Source: an optimization exercise on an open RTL-to-GDS flow (aim: small area). Production flows keep margins and buffers that such runs may drop.
The RTL was checked by simulation tests, not by an equivalence proof against the original design.

--- flow/run.sh ---
#!/bin/bash
# synth_recipe.tcl (not shown) runs the flow's synth.tcl, then flattens the netlist and writes it again
# the make line also repeats each setting of config.mk as NAME=value (left out here)
make -C /OpenROAD-flow-scripts/flow DESIGN_CONFIG=/design/flow/config.mk WORK_HOME=/design/flow/orfs CLKGATE_MAP_FILE= SYNTH_SCRIPT=/design/flow/synth_recipe.tcl finish
--- flow/config.mk ---
export PLATFORM = sky130hd
export DESIGN_NAME = radial_height_stamp_top
export DESIGN_NICKNAME = radial_height_stamp_top
export VERILOG_FILES = /design/flow/design.v
export SDC_FILE = /design/flow/constraint.sdc
export NUM_CORES = 4
export LEC_CHECK = 0
export CAP_MARGIN = 20
export CORE_MARGIN = 2
export CORE_UTILIZATION = 40
export SLEW_MARGIN = 20
--- flow/constraint.sdc ---
create_clock -name core_clock -period 10.0 [get_ports {clk}]
set_input_delay 2.0000 -clock core_clock [delete_from_list [all_inputs] [get_ports {clk}]]
set_output_delay 2.0000 -clock core_clock [all_outputs]
set_load 0.01 [all_outputs]
--- flow/design.v ---
package rhs_pkg;
  localparam int unsigned COL_W    = 10;
  localparam int unsigned SIDE_W   = 11;
  localparam int unsigned POS_W    = 18;
  localparam int unsigned RAD_W    = 16;
  localparam int unsigned STR_W    = 23;
  localparam int unsigned HGT_W    = 24;
  localparam int unsigned MODE_W   = 2;
  localparam int unsigned IDX_W    = 3;
  localparam int unsigned CFG_W    = 24;
  localparam int unsigned PL_W     = 1 + HGT_W;
  localparam logic [1:0]  FRONT_CUT = 2'b11;
  localparam logic [31:0] SQRT_CUT  = 32'b11010101010010010010010010001000;
  localparam logic [16:0] DIV_CUT   = 17'b10101010101010100;
  localparam logic [1:0]  FALL_CUT  = 2'b11;
  localparam logic [1:0]  APPLY_CUT = 2'b11;
  localparam logic [RAD_W-1:0]  RADIUS_RESET = RAD_W'(256);
  localparam logic [SIDE_W-1:0] SIDE_RESET   = SIDE_W'(1024);
endpackage
module rhs_front (
  input  logic                              clk,
  input  logic                              rst,
  input  logic                              in_vld,
  input  logic [rhs_pkg::COL_W-1:0]         col,
  input  logic [rhs_pkg::COL_W-1:0]         row,
  input  logic signed [rhs_pkg::HGT_W-1:0]  cur,
  input  logic [rhs_pkg::POS_W-1:0]         ccol,
  input  logic [rhs_pkg::POS_W-1:0]         crow,
  input  logic [rhs_pkg::SIDE_W-1:0]        side,
  output logic                              out_vld,
  output logic [rhs_pkg::PL_W-1:0]          out_pl,
  output logic [31:0]                       d2
);
  localparam logic [1:0] CUT = rhs_pkg::FRONT_CUT;
  logic signed [18:0]       dx, dy;
  logic [18:0]              ax, ay;
  logic                     pre_c;
  logic [15:0]              ax1, ay1;
  logic                     pre1, vld1;
  logic [rhs_pkg::HGT_W-1:0] cur1;
  logic [32:0]              sum_c;
  logic [rhs_pkg::PL_W-1:0] pl_c;
  assign dx = $signed({1'b0, col, 8'b0}) - $signed({1'b0, ccol});
  assign dy = $signed({1'b0, row, 8'b0}) - $signed({1'b0, crow});
  assign ax = dx[18] ? 19'(-dx) : 19'(dx);
  assign ay = dy[18] ? 19'(-dy) : 19'(dy);
  assign pre_c = ({1'b0, col} < side) && ({1'b0, row} < side)
                 && (ax[18:16] == 3'b000) && (ay[18:16] == 3'b000);
  if (CUT[0]) begin : g_cut0
    always_ff @(posedge clk) begin
      if (rst) vld1 <= 1'b0;
      else     vld1 <= in_vld;
    end
    always_ff @(posedge clk) begin
      ax1  <= ax[15:0];
      ay1  <= ay[15:0];
      pre1 <= pre_c;
      cur1 <= cur;
    end
  end else begin : g_pass0
    assign vld1 = in_vld;
    assign ax1  = ax[15:0];
    assign ay1  = ay[15:0];
    assign pre1 = pre_c;
    assign cur1 = cur;
  end
  assign sum_c = 33'(ax1 * ax1) + 33'(ay1 * ay1);
  assign pl_c  = {pre1 && !sum_c[32], cur1};
  if (CUT[1]) begin : g_cut1
    always_ff @(posedge clk) begin
      if (rst) out_vld <= 1'b0;
      else     out_vld <= vld1;
    end
    always_ff @(posedge clk) begin
      out_pl <= pl_c;
      d2     <= sum_c[31:0];
    end
  end else begin : g_pass1
    assign out_vld = vld1;
    assign out_pl  = pl_c;
    assign d2      = sum_c[31:0];
  end
endmodule
module rhs_divider (
  input  logic                         clk,
  input  logic                         rst,
  input  logic                         in_vld,
  input  logic [rhs_pkg::PL_W-1:0]     pl_in,
  input  logic [31:0]                  s,
  input  logic                         remz,
  input  logic [15:0]                  r,
  output logic                         out_vld,
  output logic [rhs_pkg::PL_W-1:0]     pl_out,
  output logic [15:0]                  t,
  output logic                         fz
);
  localparam int unsigned N = 17;
  localparam logic [N-1:0] CUT = rhs_pkg::DIV_CUT;
  logic                     vld_s [N+1];
  logic [rhs_pkg::PL_W-1:0] pl_s  [N+1];
  logic [15:0]              lo_s  [N+1];
  logic [15:0]              rem_s [N+1];
  logic [15:0]              q_s   [N+1];
  logic                     fz_s  [N+1];
  logic [16:0] diff0;
  logic        lt0, inside0;
  assign diff0   = {1'b0, s[31:16]} - {1'b0, r};
  assign lt0     = diff0[16];
  assign inside0 = pl_in[rhs_pkg::PL_W-1]
                   && (lt0 || (diff0[15:0] == '0 && s[15:0] == '0 && remz));
  assign vld_s[0] = in_vld;
  assign pl_s[0]  = {inside0, pl_in[rhs_pkg::PL_W-2:0]};
  assign lo_s[0]  = s[15:0];
  assign rem_s[0] = s[31:16];
  assign q_s[0]   = '0;
  assign fz_s[0]  = !lt0;
  for (genvar k = 0; k < N; k++) begin : g_step
    logic [15:0] rem_n;
    logic [15:0] q_n;
    if (k == 0) begin : g_first
      assign rem_n = rem_s[k];
      assign q_n   = q_s[k];
    end else begin : g_bit
      logic [16:0] part;
      logic [17:0] diff;
      logic        take;
      assign part  = {rem_s[k], lo_s[k][16-k]};
      assign diff  = {1'b0, part} - {2'b00, r};
      assign take  = !diff[17];
      assign rem_n = take ? diff[15:0] : part[15:0];
      assign q_n   = {q_s[k][14:0], take};
    end
    if (CUT[k]) begin : g_reg
      always_ff @(posedge clk) begin
        if (rst) vld_s[k+1] <= 1'b0;
        else     vld_s[k+1] <= vld_s[k];
      end
      always_ff @(posedge clk) begin
        pl_s[k+1]  <= pl_s[k];
        lo_s[k+1]  <= lo_s[k];
        rem_s[k+1] <= rem_n;
        q_s[k+1]   <= q_n;
        fz_s[k+1]  <= fz_s[k];
      end
    end else begin : g_wire
      assign vld_s[k+1] = vld_s[k];
      assign pl_s[k+1]  = pl_s[k];
      assign lo_s[k+1]  = lo_s[k];
      assign rem_s[k+1] = rem_n;
      assign q_s[k+1]   = q_n;
      assign fz_s[k+1]  = fz_s[k];
    end
  end
  assign out_vld = vld_s[N];
  assign pl_out  = pl_s[N];
  assign t       = q_s[N];
  assign fz      = fz_s[N];
endmodule
module rhs_sqrt (
  input  logic                         clk,
  input  logic                         rst,
  input  logic                         in_vld,
  input  logic [rhs_pkg::PL_W-1:0]     pl_in,
  input  logic [31:0]                  rad,
  output logic                         out_vld,
  output logic [rhs_pkg::PL_W-1:0]     pl_out,
  output logic [31:0]                  root,
  output logic                         remz
);
  localparam int unsigned N = 32;
  localparam logic [N-1:0] CUT = rhs_pkg::SQRT_CUT;
  logic                     vld_s [N+1];
  logic [rhs_pkg::PL_W-1:0] pl_s  [N+1];
  logic [31:0]              rad_s [N+1];
  logic [33:0]              rem_s [N+1];
  logic [31:0]              rt_s  [N+1];
  assign vld_s[0] = in_vld;
  assign pl_s[0]  = pl_in;
  assign rad_s[0] = rad;
  assign rem_s[0] = '0;
  assign rt_s[0]  = '0;
  for (genvar k = 0; k < N; k++) begin : g_step
    localparam int unsigned RW = k + 3;
    logic [1:0]    pair;
    logic [RW-1:0] part;
    logic [RW-1:0] trial;
    logic [RW:0]   diff;
    logic          take;
    logic [33:0]   rem_n;
    logic [31:0]   rt_n;
    if (k < 16) begin : g_in
      assign pair = rad_s[k][31-2*k -: 2];
    end else begin : g_zero
      assign pair = 2'b00;
    end
    assign part  = {rem_s[k][k:0], pair};
    assign trial = {rt_s[k][k:0], 2'b01};
    assign diff  = {1'b0, part} - {1'b0, trial};
    assign take  = !diff[RW];
    assign rem_n = 34'(take ? diff[k+1:0] : part[k+1:0]);
    assign rt_n  = {rt_s[k][30:0], take};
    if (CUT[k]) begin : g_reg
      always_ff @(posedge clk) begin
        if (rst) vld_s[k+1] <= 1'b0;
        else     vld_s[k+1] <= vld_s[k];
      end
      always_ff @(posedge clk) begin
        pl_s[k+1]  <= pl_s[k];
        rad_s[k+1] <= rad_s[k];
        rem_s[k+1] <= rem_n;
        rt_s[k+1]  <= rt_n;
      end
    end else begin : g_wire
      assign vld_s[k+1] = vld_s[k];
      assign pl_s[k+1]  = pl_s[k];
      assign rad_s[k+1] = rad_s[k];
      assign rem_s[k+1] = rem_n;
      assign rt_s[k+1]  = rt_n;
    end
  end
  assign out_vld = vld_s[N];
  assign pl_out  = pl_s[N];
  assign root    = rt_s[N];
  assign remz    = (rem_s[N] == '0);
endmodule
module rhs_falloff (
  input  logic                         clk,
  input  logic                         rst,
  input  logic                         in_vld,
  input  logic [rhs_pkg::PL_W-1:0]     pl_in,
  input  logic [15:0]                  t,
  input  logic                         fz,
  output logic                         out_vld,
  output logic [rhs_pkg::PL_W-1:0]     pl_out,
  input  logic [rhs_pkg::MODE_W-1:0]   mode,
  input  logic [rhs_pkg::STR_W-1:0]    strength,
  input  logic [rhs_pkg::HGT_W-1:0]    cheight,
  output logic [16:0]                  f,
  output logic [rhs_pkg::HGT_W:0]      opnd
);
  localparam logic [1:0] CUT = rhs_pkg::FALL_CUT;
  logic [31:0]              tsq_c, tsq;
  logic [17:0]              wgt_c, wgt;
  logic                     fz1, vld1;
  logic [rhs_pkg::PL_W-1:0] pl1;
  logic [49:0]              s_c;
  logic [16:0]              f_c;
  logic [rhs_pkg::HGT_W:0]  opnd_c;
  assign tsq_c = t * t;
  assign wgt_c = 18'd196608 - {1'b0, t, 1'b0};
  if (CUT[0]) begin : g_cut0
    always_ff @(posedge clk) begin
      if (rst) vld1 <= 1'b0;
      else     vld1 <= in_vld;
    end
    always_ff @(posedge clk) begin
      tsq <= tsq_c;
      wgt <= wgt_c;
      fz1 <= fz;
      pl1 <= pl_in;
    end
  end else begin : g_pass0
    assign vld1 = in_vld;
    assign tsq  = tsq_c;
    assign wgt  = wgt_c;
    assign fz1  = fz;
    assign pl1  = pl_in;
  end
  assign s_c = tsq * wgt;
  assign f_c = fz1 ? 17'd0 : 17'h10000 - {1'b0, s_c[47:32]};
  assign opnd_c = (mode == 2'd0)
                  ? {cheight[rhs_pkg::HGT_W-1], cheight} - {pl1[rhs_pkg::HGT_W-1], pl1[rhs_pkg::HGT_W-1:0]}
                  : (rhs_pkg::HGT_W+1)'(strength);
  if (CUT[1]) begin : g_cut1
    always_ff @(posedge clk) begin
      if (rst) out_vld <= 1'b0;
      else     out_vld <= vld1;
    end
    always_ff @(posedge clk) begin
      f      <= f_c;
      opnd   <= opnd_c;
      pl_out <= pl1;
    end
  end else begin : g_pass1
    assign out_vld = vld1;
    assign f       = f_c;
    assign opnd    = opnd_c;
    assign pl_out  = pl1;
  end
endmodule
module rhs_apply (
  input  logic                              clk,
  input  logic                              rst,
  input  logic                              in_vld,
  input  logic [rhs_pkg::PL_W-1:0]          pl_in,
  input  logic [16:0]                       f,
  input  logic signed [rhs_pkg::HGT_W:0]    opnd,
  input  logic [rhs_pkg::MODE_W-1:0]        mode,
  output logic                              done,
  output logic signed [rhs_pkg::HGT_W-1:0]  new_height,
  output logic                              changed
);
  localparam logic [1:0] CUT = rhs_pkg::APPLY_CUT;
  localparam int unsigned HW = rhs_pkg::HGT_W;
  logic signed [HW-1:0]   cur0, cur1;
  logic                   hit0, hit1, vld1;
  logic signed [42:0]     p_c, p;
  logic signed [26:0]     rnd;
  logic signed [26:0]     nv;
  logic signed [HW-1:0]   sat;
  assign cur0 = pl_in[HW-1:0];
  assign hit0 = pl_in[HW];
  assign p_c  = 43'(opnd * $signed({1'b0, f}));
  if (CUT[0]) begin : g_cut0
    always_ff @(posedge clk) begin
      if (rst) vld1 <= 1'b0;
      else     vld1 <= in_vld;
    end
    always_ff @(posedge clk) begin
      p    <= p_c;
      cur1 <= cur0;
      hit1 <= hit0;
    end
  end else begin : g_pass0
    assign vld1 = in_vld;
    assign p    = p_c;
    assign cur1 = cur0;
    assign hit1 = hit0;
  end
  assign rnd = 27'((p + 43'sd32768) >>> 16);
  always_comb begin
    case (mode)
      2'd0, 2'd2: nv = 27'(cur1) + rnd;
      2'd1:       nv = 27'(cur1) - rnd;
      default:    nv = 27'(cur1);
    endcase
    if (nv > 27'sd8388607)       sat = 24'sh7fffff;
    else if (nv < -27'sd8388608) sat = 24'sh800000;
    else                         sat = nv[HW-1:0];
  end
  always_ff @(posedge clk) begin
    if (rst) begin
      done    <= 1'b0;
      changed <= 1'b0;
    end else begin
      done    <= vld1;
      changed <= vld1 && hit1;
    end
  end
  always_ff @(posedge clk) begin
    new_height <= hit1 ? sat : cur1;
  end
endmodule
module radial_height_stamp_top (
  input  logic                              clk,
  input  logic                              rst,
  input  logic                              start,
  output logic                              busy,
  input  logic [rhs_pkg::COL_W-1:0]         vertex_column,
  input  logic [rhs_pkg::COL_W-1:0]         vertex_row,
  input  logic signed [rhs_pkg::HGT_W-1:0]  current_height,
  output logic                              done,
  output logic signed [rhs_pkg::HGT_W-1:0]  new_height,
  output logic                              changed,
  input  logic                              wr_en,
  input  logic [rhs_pkg::IDX_W-1:0]         wr_index,
  input  logic [rhs_pkg::CFG_W-1:0]         wr_data
);
  logic [rhs_pkg::MODE_W-1:0]       cfg_mode;
  logic [rhs_pkg::POS_W-1:0]        cfg_ccol;
  logic [rhs_pkg::POS_W-1:0]        cfg_crow;
  logic [rhs_pkg::RAD_W-1:0]        cfg_radius;
  logic [rhs_pkg::STR_W-1:0]        cfg_strength;
  logic signed [rhs_pkg::HGT_W-1:0] cfg_cheight;
  logic [rhs_pkg::SIDE_W-1:0]       cfg_side;
  logic [rhs_pkg::RAD_W-1:0]        r_eff;
  logic                      accept;
  logic                      f_vld, s_vld, d_vld, l_vld;
  logic [rhs_pkg::PL_W-1:0]  f_pl, s_pl, d_pl, l_pl;
  logic [31:0]               f_d2;
  logic [31:0]               s_root;
  logic                      s_remz;
  logic [15:0]               d_t;
  logic                      d_fz;
  logic [16:0]               l_f;
  logic [rhs_pkg::HGT_W:0]   l_opnd;
  always_ff @(posedge clk) begin
    if (rst) begin
      busy <= 1'b1;
    end else begin
      busy <= 1'b0;
    end
  end
  assign accept = start && !busy;
  always_ff @(posedge clk) begin
    if (rst) begin
      cfg_mode     <= '0;
      cfg_ccol     <= '0;
      cfg_crow     <= '0;
      cfg_radius   <= rhs_pkg::RADIUS_RESET;
      cfg_strength <= '0;
      cfg_cheight  <= '0;
      cfg_side     <= rhs_pkg::SIDE_RESET;
    end else if (wr_en) begin
      case (wr_index)
        3'd0: cfg_mode     <= wr_data[rhs_pkg::MODE_W-1:0];
        3'd1: cfg_ccol     <= wr_data[rhs_pkg::POS_W-1:0];
        3'd2: cfg_crow     <= wr_data[rhs_pkg::POS_W-1:0];
        3'd3: cfg_radius   <= wr_data[rhs_pkg::RAD_W-1:0];
        3'd4: cfg_strength <= wr_data[rhs_pkg::STR_W-1:0];
        3'd5: cfg_cheight  <= wr_data[rhs_pkg::HGT_W-1:0];
        3'd6: cfg_side     <= wr_data[rhs_pkg::SIDE_W-1:0];
        default: ;
      endcase
    end
  end
  assign r_eff = {cfg_radius[rhs_pkg::RAD_W-1:1], cfg_radius[0] | (cfg_radius == '0)};
  rhs_front u_front (
    .clk     (clk),
    .rst     (rst),
    .in_vld  (accept),
    .col     (vertex_column),
    .row     (vertex_row),
    .cur     (current_height),
    .ccol    (cfg_ccol),
    .crow    (cfg_crow),
    .side    (cfg_side),
    .out_vld (f_vld),
    .out_pl  (f_pl),
    .d2      (f_d2)
  );
  rhs_sqrt u_sqrt (
    .clk     (clk),
    .rst     (rst),
    .in_vld  (f_vld),
    .pl_in   (f_pl),
    .rad     (f_d2),
    .out_vld (s_vld),
    .pl_out  (s_pl),
    .root    (s_root),
    .remz    (s_remz)
  );
  rhs_divider u_divider (
    .clk     (clk),
    .rst     (rst),
    .in_vld  (s_vld),
    .pl_in   (s_pl),
    .s       (s_root),
    .remz    (s_remz),
    .r       (r_eff),
    .out_vld (d_vld),
    .pl_out  (d_pl),
    .t       (d_t),
    .fz      (d_fz)
  );
  rhs_falloff u_falloff (
    .clk     (clk),
    .rst     (rst),
    .in_vld  (d_vld),
    .pl_in   (d_pl),
    .t       (d_t),
    .fz      (d_fz),
    .mode    (cfg_mode),
    .strength(cfg_strength),
    .cheight (cfg_cheight),
    .out_vld (l_vld),
    .pl_out  (l_pl),
    .f       (l_f),
    .opnd    (l_opnd)
  );
  rhs_apply u_apply (
    .clk        (clk),
    .rst        (rst),
    .in_vld     (l_vld),
    .pl_in      (l_pl),
    .f          (l_f),
    .opnd       (l_opnd),
    .mode       (cfg_mode),
    .done       (done),
    .new_height (new_height),
    .changed    (changed)
  );
endmodule
==> run summary <==
[per-stage QoR]
stage	hold slack (ns)	util [%]	instances
6_report	0.2996	43.92	20100
3_3_place_gp	0.3097	42.03	19740
4_1_cts	0.2932	43.90	20100
3_5_place_dp	0.3121	42.04	19740
5_1_grt	0.3002	43.92	20100
2_1_floorplan	0.3096	-	15320
[cell type report]
| type | instances | area (µm²) |
|---|---|---|
| repair buffers | 242 | 2111 |
| clock inverters | 108 | 1105 |
| diodes | 4 | 10.01 |
| flip-flops and latches | 1759 | 35220 |
| well taps | 4578 | 5728 |
| inverters | 2403 | 9020 |
| fillers | 33890 | 194500 |
| clock buffers | 245 | 5369 |
| multi-input cells | 10760 | 93730 |
[worst reg2reg max path: cells and delay by family (launching register included)]
family,cells,cell delay (ns)
AND/OR/NAND/NOR,9,2.14
XOR/XNOR,1,0.21
adder cells (fa/ha/maj),8,3.63
AO/OA/AOI/OAI,6,1.66
buffers and inverters,6,0.62
flip-flops,1,0.88
[state kept, by name, summed over array words and instances, names as in the netlist, 17 cells and up]
name / count
u_divider.lo_s: 56
u_falloff.f: 17
u_divider.rem_s: 112
cfg_strength: 23
u_apply.new_height: 24
cfg_cheight: 24
u_front.out_pl: 25
u_falloff.opnd: 25
u_divider.pl_s: 200
u_front.cur1: 24
cfg_crow: 18
u_divider.q_s: 72
u_sqrt.rad_s: 54
u_falloff.pl_out: 25
u_sqrt.pl_s: 300
u_sqrt.rem_s: 245
u_apply.cur1: 24
u_falloff.tsq: 31
u_falloff.pl1: 25
cfg_ccol: 18
u_front.d2: 32
u_apply.p: 28
u_sqrt.rt_s: 241
[placed cells by master (no fill, tap or decap), types with 23 or more instances in the layout]
cell type / n
nand3_1: 175
nand2b_1: 110
a21o_1: 264
fa_1: 1366
and3_1: 73
inv_1: 2386
nor3_1: 189
nand4_1: 48
nor2_1: 784
a31oi_1: 92
xnor2_1: 618
o211ai_1: 39
mux2i_1: 57
o21ai_0: 538
ha_1: 1450
a211o_1: 25
clkbuf_16: 196
clkinv_2: 38
nor2b_1: 164
and2_1: 525
a21oi_1: 802
o21bai_1: 82
a31o_2: 34
mux2_2: 372
a211oi_1: 68
a21boi_0: 77
o31ai_1: 65
o31a_1: 23
o21a_1: 160
o2111ai_1: 26
clkbuf_8: 28
clkinvlp_4: 29
or3_1: 81
clkdlybuf4s50_1: 100
or2_2: 53
dfxtp_1: 1757
buf_4: 138
xor2_1: 284
nand2_1: 1662
nor4_1: 44
[cells in the mapped netlist, types with 53 or more instances]
cell type,number
inv_1,2386
dfxtp_1,1759
nand2_1,1662
ha_1,1450
fa_1,1366
a21oi_1,803
nor2_1,785
xnor2_1,618
o21ai_0,538
and2_1,525
mux2_2,372
clkbuf_1,325
xor2_1,284
a21o_1,264
nor3_1,190
nand3_1,175
nor2b_1,164
o21a_1,160
nand2b_1,110
a31oi_1,92
o21bai_1,82
or3_1,81
a21boi_0,77
and3_1,73
a211oi_1,68
o31ai_1,66
mux2i_1,57
or2_2,53
[cell families after synthesis]
family	synth area share, %
AND/OR/NAND/NOR	13.52
AO/OA/AOI/OAI	11.83
flip-flops	25.24
adder cells (fa/ha/maj)	32.61
other	0.005384
buffers and inverters	7.596
multiplexers	3.504
XOR/XNOR	5.691
[final timing paths]
check | start | endpoint
worst max-delay path | u_falloff.wgt[3] | u_falloff.f[12]
worst min-delay path | u_divider.lo_s[7][0] | u_divider.lo_s[9][0]
worst max register to register | u_falloff.wgt[3] | u_falloff.f[12]
worst min register to register | u_divider.lo_s[7][0] | u_divider.lo_s[9][0]
[per-layer routing]
| metal | part of all wire (%) | routed length, µm | vias up |
|---|---|---|---|
| met5 | 0 | 0 | - |
| met4 | 2.5 | 8516 | 0 |
| met3 | 3.9 | 13220 | 413 |
| met2 | 48 | 159400 | 1777 |
| met1 | 46 | 153900 | 48180 |
| li1 | - | - | 49960 |
==> reports/qor.yml <==
yosys_warnings: 144
pre_cts_ws_ns: 0.8542
io_pins: 102
cts_setup_buffers: 0
grt_pass1_wl_mm: 544.4
critPathTopFamily: "adder cells"
cpPeakStageDelay_ns: 0.88
cp_common_cell: "fa_1"
grt_max_degree: 85
crit_required_ns: 10.79
cts.sinks: 1759
htreeDepth: 4
worst_setup_path_start_kind: "flip-flop"
outcome: "complete, no violations"
fin_crit_ns: 9.201
start_util_pct: 40.23
vias: 100300
hold_viol: 0
end_kind: "flip-flop"
fin_ws_ns: 0.7989
reg2reg_slack_ns: 0.80
max_cap_violations: 0
grt_util_met3_pct: 1.806
synth-seq-cells: 1759
path_class: "reg -> reg"
gp_congestion: 0.8815
post_cts_resized: 0
worst_clock_skew_ns: 0.05199
clock_latency_ns: 0.89
nets: 18250
min_path_cells: 0
hold_class: "reg -> reg"
slew_viol_final: 0
synth_top_cell_by_area: "dfxtp_1"
worst-path-max-fanout: 19
ys_seq_area_share_pct: 25.24
fin_area_mm2: 0.1523
grt_pass1_vias: 101400
die_h_um: 594.5
wl_per_cell_um: 16.67
grt-ovfl-total: 0
clk_pin_slew_worst_paths_ns: 0.06
synth_edf_count: 0
ys_top_cells_by_area: "dfxtp_1 (25%), fa_1 (20%), ha_1 (13%)"
areaGrowthSynthToFinish_pct: 9.171
cp.arrival_ns: 9.99
grt-busiest-layer: "met2"
syn_inst: 15310
drc: 0
reg2regPathDepth: 30
tightest_slew_ns: 1.134
fin_setup_tns_ns: 0
drt-total-wl_mm: 335.0
cts.path.max_buffers: 4
relSlewSlack_pct: 24.28
ctsHoldBuffers: 0
dieArea_mm2: 0.3535
ys_types: 124
worst_path_max_delay_cell: "dfxtp_1"
ys_async_sr_fraction_pct: 0
dpl.hpwl_mm: 270.2
ant_nets: 0
rsz0062_at_grt: "no"
grt_usage_pct: 18.93
numCtsBuffers: 192
die_w_um: 594.5
met1_usage_pct: 25.27
synth.avg_cell_area_um2: 9.111
root_buffer: "clkbuf_16"
finalSetupViolCount: 0
rows: 216
io_buffers: 101
drtIter0Drc: 5304
synth_top_area_share_pct: 25.24
antenna_found_initial: 32
cts_tree: "built"
placed_area_mm2: 0.1458
fmax_ghz: 0.1087
ys.flop_type: "dfxtp_1"
grtUsageMet2_pct: 32.75
worst-path-buf-inv: 6
syn-cell-area_mm2: 0.1395
vias_per_cell: 4.990
critical_path_depth: 30
drt-pass1-iter-count: 6
coreArea_mm2: 0.3467
drive_gt1_share_pct: 6.623
min_period_over_period_pct: 92.01

## port drivers added, routing unchanged
In the flow no input, the clock included, has a driving cell. The finished layout below was timed again as built, in two steps.
Step 1: set_driving_cell puts a clkbuf_16 on clk and a buf_2 on each other input, an assumption about the parent block.
Step 2 adds t to the input delays and takes it off the output delays; t is the mean of the earliest and latest rising clock arrival at the registers after step 1. Input paths then give back, and output paths get back, about the clock's delay inside the block.
Three values: ideal ports, drivers, drivers and shift; two values: the first two.
t, ns: 0.970
setup WS [ns]: 0.799 / 0.799 / 0.799
cell pins on the clock port's net: 1
After both steps this run still meets setup and hold. The setup slack of this run moves by 0.000 ns with the drivers and by 0.000 ns with both steps.
